Context: an optimization exercise on an open-source flow, tuned for small area, a short achievable clock period and few clock cycles per item. The choices shown serve that exercise and are no tape-out recipe.
The RTL was checked by simulation tests, not by an equivalence proof against the original design.
Power figures rest on the tool's default switching activity, not on a simulated workload.

==> v14 <==
// queued_sine_tone_generator_core
module queued_sine_tone_generator_core (
    input  logic                   clk,
    input  logic                   rst_n,
    input  logic                   cfg_write,
    input  logic      [15:0]       cfg_data,
    input  logic                   item_valid,
    output logic                   item_stall,
    input  logic      [47:0]       item,
    output logic                   result_valid,
    input  logic                   result_stall,
    output logic [22:0]            result
);
    localparam logic [15:0] RATE_RESET = qstg_pkg::RATE_RESET;
    localparam logic [15:0] BIG_LIMIT  = qstg_pkg::BIG_LIMIT;
    localparam logic [2:0] J_E3 = 3'd0;   
    localparam logic [2:0] J_E4 = 3'd1;   
    localparam logic [2:0] J_AB = 3'd2;   
    localparam logic [2:0] J_PH = 3'd3;   
    localparam logic [2:0] J_HD = 3'd4;   
    localparam logic [2:0] J_EN = 3'd5;   
    localparam logic [2:0] J_BG = 3'd6;   
    localparam logic [2:0] J_XL = 3'd7;   
    logic        v0;
    logic [47:0] it0;
    logic [1:0]  op0;
    logic [14:0] f0;
    logic [14:0] a0;
    logic [15:0] d0;
    logic        d0big;      
    assign op0 = it0[47:46];
    assign f0  = it0[45:31];
    assign a0  = it0[30:16];
    assign d0  = it0[15:0];
    logic [15:0] rate;
    logic [17:0] rate3;      
    logic        rz;         
    logic        rbig;       
    logic [9:0]  ab_a;       
    logic [9:0]  ab_b;
    logic [9:0]  thr;        
    logic        abv;
    logic        abw;        
    logic        cfg_d;      
    logic        clr_d;      
    logic [3:0]  hp;
    logic [3:0]  tp;
    logic [4:0]  used;
    logic        q_ne;       
    logic        full;       
    logic [22:0] dm;         
    logic [15:0] ee;
    logic        hinit;      
    logic [1:0]  hadv;       
    logic        hmode;      
    logic [9:0]  idx;
    logic [7:0]  nidx;       
    logic [15:0] r;          
    logic        pint;
    logic        prev;
    logic [9:0]  qf;
    logic [15:0] rf;
    logic [16*15-1:0] mf;
    logic [16*15-1:0] ma;
    logic [16*22-1:0] mc;
    logic [15:0]      mm;
    logic [15:0] rc;
    logic        ebusy;
  ...
Settings: LEC_CHECK=0, CAP_MARGIN=20, CORE_MARGIN=2, CORE_UTILIZATION=60, CTS_BUF_LIST=sky130_fd_sc_hd__clkbuf_8, SETUP_SLACK_MARGIN=5, SLEW_MARGIN=20; clock period 10.0 ns.
run.sh (not shown) runs the stock make flow with config.mk's settings and CLKGATE_MAP_FILE= SYNTH_SCRIPT=/design/flow/synth_recipe.tcl, a recipe that flattens the netlist after the stock synthesis.
==> inputs of v21, as changes to v14 <==
--- a/flow/design.v
+++ b/flow/design.v
@@ -311,46 +311,80 @@
 module qstg_datapath (
     input  logic        clk,
     input  logic        rst_n,
     input  logic        hold,
     input  logic        in_valid,
     input  logic [14:0] amp,
+    input  logic [16:0] amp3,
     input  logic [15:0] entry,
     input  logic        neg,
     input  logic [6:0]  info,
     output logic        out_valid,
     output logic [22:0] out_data
 );
     logic        v1;
     logic [14:0] amp1;
+    logic [16:0] amp31;
     logic [15:0] entry1;
     logic        neg1;
     logic [6:0]  info1;
     logic        v2;
     logic [19:0] x2;
     logic [19:0] y2;
     logic [14:0] z2;
     logic        neg2;
     logic [6:0]  info2;
     logic [20:0] px;
     logic [19:0] py;
     logic [19:0] pz;
+    logic [20:0] py_w;
+    logic [20:0] pz_w;
+    function automatic logic [16:0] pp(input logic [1:0] d, input logic [14:0] a,
+                                       input logic [16:0] a3);
+        logic [16:0] v;
+        case (d)
+            2'd0: v = 17'd0;
+            2'd1: v = {2'b00, a};
+            2'd2: v = {1'b0, a, 1'b0};
+            default: v = a3;
+        endcase
+        pp = v;
+    endfunction
+    function automatic logic [20:0] sum3(input logic [16:0] r0, input logic [16:0] r1,
+                                         input logic [16:0] r2);
+        logic [20:0] a;
+        logic [20:0] b;
+        logic [20:0] c;
+        logic [20:0] sv;
+        logic [20:0] cv;
+        a  = {4'd0, r0};
+        b  = {2'd0, r1, 2'd0};
+        c  = {r2, 4'd0};
+        sv = a ^ b ^ c;
+        cv = {((a[19:0] & b[19:0]) | (a[19:0] & c[19:0]) | (b[19:0] & c[19:0])), 1'b0};
+        sum3 = sv + cv;
+    endfunction
     logic [25:0] o1;
     logic [25:0] o2;
     logic [25:0] o3;
     logic [25:0] o4;
     logic [25:0] s1;
     logic [25:0] k1;
     logic [25:0] s2;
     logic [25:0] k2;
     logic [25:0] tot;
     always_comb
     begin
-        px = amp1 * entry1[15:10];
-        py = amp1 * entry1[9:5];
-        pz = amp1 * entry1[4:0];
+        px = sum3(pp(entry1[11:10], amp1, amp31), pp(entry1[13:12], amp1, amp31),
+                  pp(entry1[15:14], amp1, amp31));
+        py_w = sum3(pp(entry1[6:5], amp1, amp31), pp(entry1[8:7], amp1, amp31),
+                    pp({1'b0, entry1[9]}, amp1, amp31));
+        pz_w = sum3(pp(entry1[1:0], amp1, amp31), pp(entry1[3:2], amp1, amp31),
+                    pp({1'b0, entry1[4]}, amp1, amp31));
+        py = py_w[19:0];
+        pz = pz_w[19:0];
         o1 = {{1{neg2}}, ({20{neg2}} ^ x2), {5{neg2}}};
         o2 = {{6{neg2}}, ({20{neg2}} ^ y2)};
         o3 = {{11{neg2}}, ({15{neg2}} ^ z2)};
         o4 = neg2 ? 26'd1026 : 26'd0;
         s1  = o1 ^ o2 ^ o3;
         k1  = {((o1[24:0] & o2[24:0]) | (o1[24:0] & o3[24:0]) | (o2[24:0] & o3[24:0])), 1'b0};
@@ -373,12 +407,13 @@
     end
     always_ff @(posedge clk)
     begin
         if (!hold)
         begin
             amp1   <= amp;
+            amp31  <= amp3;
             entry1 <= entry;
             neg1   <= neg;
             info1  <= info;
             x2     <= px[19:0];
             y2     <= py;
             z2     <= pz[19:5];
@@ -723,22 +758,24 @@
         else
         begin
             stall_r <= stall_nx;
         end
     end
     assign item_stall = stall_r;
+    logic        eact;
     logic [15:0] div_d;
     logic [17:0] div_d3;
     logic [15:0] div_r;
     logic [31:0] div_dq;
     logic [17:0] mul_sum;
-    assign div_d  = ediv1000 ? 16'd1000 : rate;
-    assign div_d3 = ediv1000 ? 18'd3000 : rate3;
+    assign eact   = ebusy;
+    assign div_d  = (eact && ediv1000) ? 16'd1000 : rate;
+    assign div_d3 = (eact && ediv1000) ? 18'd3000 : rate3;
     qstg_divider u_div (
-        .rem_in   (er),
-        .dq_in    (dq),
+        .rem_in   (eact ? er : {1'b0, item[45:31]}),
+        .dq_in    (eact ? dq : 32'd0),
         .divisor  (div_d),
         .divisor3 (div_d3),
         .rem_out  (div_r),
         .dq_out   (div_dq)
     );
     assign mul_sum = {1'b0, eh, er} + (dq[0] ? {2'b00, rc} : 18'd0);
@@ -806,13 +843,13 @@
     assign st_e4    = st_any && !phn && !cpend && abv && !st_bg && need_e4;
     assign st_e3    = st_any && !phn && !cpend && abv && !st_bg && !need_e4 && spec_e3;
     assign pq_emp   = (v0 && (op0 == 2'd2)) || (!q_ne && !(v0 && (op0 == 2'd0)));
     assign pspec    = item_valid && !item_stall && (item[47:46] == 2'd0) && !prev && !rz &&
                       !(item[15:0] < {6'd0, thr}) && !(rbig && (item[15:0] > BIG_LIMIT)) &&
                       ({1'b0, item[45:31]} < rate) && pq_emp;
-    assign st_pe3   = st_any && !phn && !cpend && abv && !st_bg && !need_e4 && !spec_e3 && pspec;
+    assign st_pe3   = st_any && !ebusy && !phn && !cpend && abv && !st_bg && !need_e4 && !spec_e3 && pspec;
     assign st_xl    = st_any && !phn && !cpend && abv && !st_bg && !need_e4 && need_e3 && !pspec;
     assign xl_go    = ebusy && (ejob == J_XL) && !cancel_d;
     assign dx    = xl_go ? er : (need_e4 ? r : {1'b0, f0});
     assign dx_s0 = (dx < rate);
     assign dx_s2 = ({2'b00, dx[15:2]} < rate);
     assign dx_s6 = ({6'd0, dx[15:6]} < rate);
@@ -828,15 +865,23 @@
         end
         else if (cancel || fin_e3 || fin_e4 || fin_ab || fin_ph || fin_hd || fin_en || fin_bg)
         begin
             ebusy <= 1'b0;
         end
     end
+    logic div_run;
+    assign div_run = ebusy && !emul && (ejob != J_XL) && !cancel_d;
     always_ff @(posedge clk)
     begin
-        if (st_ph || st_hd || st_en || st_bg)
+        if (div_run)
+        begin
+            ecnt <= ecnt - 5'd1;
+            er   <= div_r;
+            dq   <= div_dq;
+        end
+        else if (st_ph || st_hd || st_en || st_bg)
         begin
             emul <= 1'b1;
             ecnt <= 5'd16;
             eh   <= 1'b0;
             if (st_ph)
             begin
@@ -879,15 +924,15 @@
         end
         else if (st_pe3)
         begin
             ejob     <= J_E3;
             emul     <= 1'b0;
             ediv1000 <= 1'b0;
-            ecnt     <= 5'd5;
-            er       <= {1'b0, item[45:31]};
-            dq       <= 32'd0;
+            ecnt     <= 5'd4;
+            er       <= div_r;
+            dq       <= div_dq;
         end
         else if (st_e4 || st_e3 || xl_go)
         begin
             ejob     <= st_e4 ? J_E4 : J_E3;
             emul     <= 1'b0;
             ediv1000 <= 1'b0;
@@ -927,18 +972,12 @@
         else if (ebusy && emul)
         begin
             ecnt     <= ecnt - 5'd1;
             {eh, er} <= mul_sum[17:1];
             dq[15:0] <= {mul_sum[0], dq[15:1]};
         end
-        else if (ebusy)
-        begin
-            ecnt <= ecnt - 5'd1;
-            er   <= div_r;
-            dq   <= div_dq;
-        end
     end
     always_ff @(posedge clk or negedge rst_n)
     begin
         if (!rst_n)
         begin
             ekeep <= 1'b0;
@@ -1215,24 +1254,34 @@
             begin
                 mc[i*22 +: 22] <= wc;
                 mm[i]          <= wm;
             end
         end
     end
-    always_ff @(posedge clk)
+    always_ff @(posedge clk or negedge rst_n)
     begin
-        rate3 <= {1'b0, rate, 1'b0} + {2'b00, rate};
+        if (!rst_n)
+        begin
+            rate3 <= 18'd132300;
+        end
+        else if (cfg_write)
+        begin
+            rate3 <= {1'b0, cfg_data, 1'b0} + {2'b00, cfg_data};
+        end
     end
     logic        dp_valid;
     logic [22:0] dp_data;
+    logic [14:0] dp_amp;
+    assign dp_amp = (smp_do && !rz) ? rd_a : 15'd0;
     qstg_datapath u_dp (
         .clk       (clk),
         .rst_n     (rst_n),
         .hold      (hold),
         .in_valid  (go),
-        .amp       ((smp_do && !rz) ? rd_a : 15'd0),
+        .amp       (dp_amp),
+        .amp3      ({1'b0, dp_amp, 1'b0} + {2'b00, dp_amp}),
         .entry     (peak ? 16'h8000 : {1'b0, rom_data}),
         .neg       (idx[9]),
         .info      ({smp_do, dropf, used_nx}),
         .out_valid (dp_valid),
         .out_data  (dp_data)
     );
==> flow/flow/run.sh (new file) <==
#!/bin/bash
set -o pipefail
{ echo "== standard.sh"; cat standard.sh; echo "== config.mk"; cat config.mk; echo "== constraint.sdc"; cat constraint.sdc; } > flow_info.log 2>&1
export SETUP_SLACK_MARGIN=5.3
bash standard.sh > standard.log 2>&1
==> flow/standard.sh (new file) <==
#!/bin/bash
# synth_recipe.tcl (not shown) runs the flow's synth.tcl, then flattens the netlist and writes it again
# the make line also repeats each setting of config.mk as NAME=value (left out here)
make -C /OpenROAD-flow-scripts/flow DESIGN_CONFIG=/design/flow/config.mk WORK_HOME=/design/flow/orfs CLKGATE_MAP_FILE= SYNTH_SCRIPT=/design/flow/synth_recipe.tcl "${@:-finish}"
--- a/flow/config.mk
+++ b/flow/config.mk
@@ -6,8 +6,7 @@
 export NUM_CORES = 4
 export LEC_CHECK = 0
 export CAP_MARGIN = 20
 export CORE_MARGIN = 2
 export CORE_UTILIZATION = 60
 export CTS_BUF_LIST = sky130_fd_sc_hd__clkbuf_8
-export SETUP_SLACK_MARGIN = 5
 export SLEW_MARGIN = 20
removed: flow/run.sh
==> inputs of v36, as changes to v14 <==
==> flow/flow/run.sh (new file) <==
#!/bin/bash
set -o pipefail
{ echo "== standard.sh"; cat standard.sh; echo "== config.mk"; cat config.mk; echo "== constraint.sdc"; cat constraint.sdc; } > flow_info.log 2>&1
export SETUP_SLACK_MARGIN=6
bash standard.sh > standard.log 2>&1
==> flow/standard.sh (new file) <==
#!/bin/bash
# synth_recipe.tcl (not shown) runs the flow's synth.tcl, then flattens the netlist and writes it again
# the make line also repeats each setting of config.mk as NAME=value (left out here)
make -C /OpenROAD-flow-scripts/flow DESIGN_CONFIG=/design/flow/config.mk WORK_HOME=/design/flow/orfs CLKGATE_MAP_FILE= SYNTH_SCRIPT=/design/flow/synth_recipe.tcl "${@:-finish}"
--- a/flow/config.mk
+++ b/flow/config.mk
@@ -5,9 +5,7 @@
 export SDC_FILE = /design/flow/constraint.sdc
 export NUM_CORES = 4
 export LEC_CHECK = 0
 export CAP_MARGIN = 20
 export CORE_MARGIN = 2
 export CORE_UTILIZATION = 60
-export CTS_BUF_LIST = sky130_fd_sc_hd__clkbuf_8
-export SETUP_SLACK_MARGIN = 5
 export SLEW_MARGIN = 20
removed: flow/run.sh
==> flow_summary.rst <==
.. list-table::
   :header-rows: 1

   * - Metric
     - Value
   * - Run status
     - finished clean
   * - Met3 Usage GRT
     - 10.4%
   * - Endpoint with the worst hold slack
     - u_dp.info2[2]
   * - Area growth from synthesis to final layout
     - 12.1%
   * - Placed wire-length estimate after detailed placement
     - 182000 um
   * - Power drawn by the clock network
     - 4.64 mW
   * - Highest-count cells in the layout ignoring fill and taps
     - edfxtp_1, nand2_1, nor2_1
   * - TritonRoute pass-1 iters
     - 9
the above is filed under v21

==> flow_summary.rst <==
.. list-table::
   :header-rows: 1

   * - Metric
     - Value
   * - Run status
     - finished clean
   * - Area growth from synthesis to final layout
     - 10.2%
   * - Met3 Usage GRT
     - 9.40%
   * - Placed wire-length estimate after detailed placement
     - 181000 um
   * - Endpoint with the worst hold slack
     - u_dp.info2[4]
   * - Power drawn by the clock network
     - 4.71 mW
the above is filed under v14

==> flow_summary.rst <==
.. list-table::
   :header-rows: 1

   * - Metric
     - Value
   * - Run status
     - finished clean
   * - Met3 Usage GRT
     - 11.2%
   * - Power drawn by the clock network
     - 5.26 mW
   * - Placed wire-length estimate after detailed placement
     - 180000 um
   * - Endpoint with the worst hold slack
     - u_dp.info2[0]
the above is filed under v36

Testbench counts of v14, summed over its fixed seeds: cycles 2,272, items 2,048.
Testbench counts of v21, summed over its fixed seeds: cycles 2,245, items 2,048.
Testbench counts of v36, summed over its fixed seeds: cycles 2,272, items 2,048.

* * *

==> 12-06: inputs <==
Another version of the RTL of queued_sine_tone_generator_core (not shown whole).
make LEC_CHECK=0 CAP_MARGIN=20 CORE_MARGIN=2 CORE_UTILIZATION=40 SLEW_MARGIN=20 finish   # period 10.0 ns
Stock flow here: none of the scripts above is used.
==> 12-19: changes against 12-06 <==
CORE_UTILIZATION = 50   (was 40)
SETUP_SLACK_MARGIN = 5   (was default)
==> results.txt <==
Between 12-06 and 12-19, the lower clock power is in 12-19 (gap about 4%, measured against 12-19).
Register-to-register slack: 12-06 is worse than 12-19 (2.2 ns).
Between 12-19 and 12-06, the lower cell count is in 12-19 (gap 1.4%, measured against 12-06).
Between 12-19 and 12-06, the lower non-clock buffer count is in 12-06 (gap 348).
Testbench counts of 12-06, summed over its fixed seeds: cycles 2,299, items 2,048.
Testbench counts of 12-19, summed over its fixed seeds: cycles 2,299, items 2,048.

* * *

==> job 9322 <==
queued_sine_tone_generator_core with an RTL version that a note above also has.
## queued_sine_tone_generator_core
module queued_sine_tone_generator_core (
    input  logic                   clk,
    input  logic                   rst_n,
    input  logic                   cfg_write,
    input  logic      [15:0]       cfg_data,
    input  logic                   item_valid,
    output logic                   item_stall,
    input  logic      [47:0]       item,
    output logic                   result_valid,
    input  logic                   result_stall,
    output logic [22:0]            result
);
    localparam logic [15:0] RATE_RESET = qstg_pkg::RATE_RESET;
    localparam logic [15:0] BIG_LIMIT  = qstg_pkg::BIG_LIMIT;
    localparam logic [2:0] J_E3 = 3'd0;   
    localparam logic [2:0] J_E4 = 3'd1;   
    localparam logic [2:0] J_AB = 3'd2;   
    localparam logic [2:0] J_PH = 3'd3;   
    localparam logic [2:0] J_HD = 3'd4;   
    localparam logic [2:0] J_EN = 3'd5;   
    localparam logic [2:0] J_BG = 3'd6;   
    localparam logic [2:0] J_XL = 3'd7;   
    logic        v0;
    logic [47:0] it0;
    logic [1:0]  op0;
    logic [14:0] f0;
    logic [14:0] a0;
    logic [15:0] d0;
    logic        d0big;      
    assign op0 = it0[47:46];
    assign f0  = it0[45:31];
    assign a0  = it0[30:16];
    assign d0  = it0[15:0];
    logic [15:0] rate;
    logic [17:0] rate3;      
    logic        rz;         
    logic        rbig;       
    logic [9:0]  ab_a;       
    logic [9:0]  ab_b;
    logic [9:0]  thr;        
    logic        abv;
    logic        abw;        
    logic        cfg_d;      
    logic        clr_d;      
    logic [3:0]  hp;
    logic [3:0]  tp;
    logic [4:0]  used;
    logic        q_ne;       
    logic        full;       
  ...
clock: 10.0 ns
lec_check: 0
cap_margin: 20
core_margin: 2
core_utilization: 60
cts_buf_list: sky130_fd_sc_hd__clkbuf_8
setup_slack_margin: 5
slew_margin: 20
==> job 8001: changes against job 9322 <==
- ABC_AREA: unset -> 1
==> reports/results.ini <==
[status]
status=complete, no violations

[final_layout]
n_clock_buffer=222
multi_input_area_share=0.400

[min_path]
min_from=u_dp.info1[5]

[critical_path]
cp_cell_sequence=nand2_1 -> o21ai_2 -> buf_4 -> inv_1 -> buf_4 -> nor2_1 -> inv_1 -> nor2_1 -> nand2_1 -> o21ai_0 -> o21ai_0 -> a21oi_1

[synth]
synth_area_sq_um=78000

(the above is from job 8001)
==> reports/results.ini <==
[status]
status=complete, no violations

[final_layout]
clock_tree_area_fraction=0.0501
n_clock_buffer=219

[critical_path]
cp_cell_sequence=buf_4 -> nor2b_2 -> and2_2 -> buf_4 -> a22o_1 -> a221oi_2 -> nand4_1 -> nand2_2 -> buf_4 -> inv_2 -> ha_4 -> nor2b_1 -> o21ai_2 -> a21boi_1 -> o21ai_1 -> a21boi_1 -> o21ai_1 -> a21oi_1 -> o41ai_2 -> nor4b_1 -> a311o_1

[min_path]
min_from=u_dp.neg1

[synth]
synth_area_sq_um=77100

(the above is from job 9322)
Testbench counts of job 9322, summed over its fixed seeds: cycles 2,245, items 2,048.
Testbench counts of job 8001, summed over its fixed seeds: cycles 2,245, items 2,048.

-- port drivers added, routing unchanged --
The results above use ideal ports. As a check the final layouts listed here were re-extracted and re-timed, cells and wires unchanged.
Step 1, drivers: a clkbuf_16 drives clk and a buf_2 each remaining input, both assumed.
Step 2 adds t to the input delays and takes it off the output delays; t is the mean of the earliest and latest rising clock arrival at the registers after step 1. Input paths then give back, and output paths get back, about the clock's delay inside the block.
Three values: no drivers, after step 1, after step 2; two values: the first two.
run	t (ns)	setup WS [ns]	hold WS [ns]	worst setup path at the end
v14	1.046	5.024 / 5.056 / 4.027	0.422 / 0.422 / 0.422	input to register
v21	1.038	5.264 / 5.253 / 4.215	0.412 / 0.412 / 0.412	input to register
v36	0.869	5.486 / 5.486 / 5.139	0.422 / 0.422 / 0.422	input to register
12-06	0.867	2.689 / 2.689 / 2.195	0.419 / 0.419 / 0.419	input to register
12-19	0.869	4.789 / 4.829 / 3.960	0.422 / 0.422 / 0.422	input to register
job 9322	1.019	4.920 / 4.920 / 4.053	0.419 / 0.419 / 0.419	input to register
job 8001	1.038	5.020 / 5.020 / 4.158	0.416 / 0.416 / 0.416	input to register
After both steps every run listed still meets setup and hold. The setup slack of v21, which loses most, moves by -0.011 ns with the drivers and by -1.049 ns with both steps.
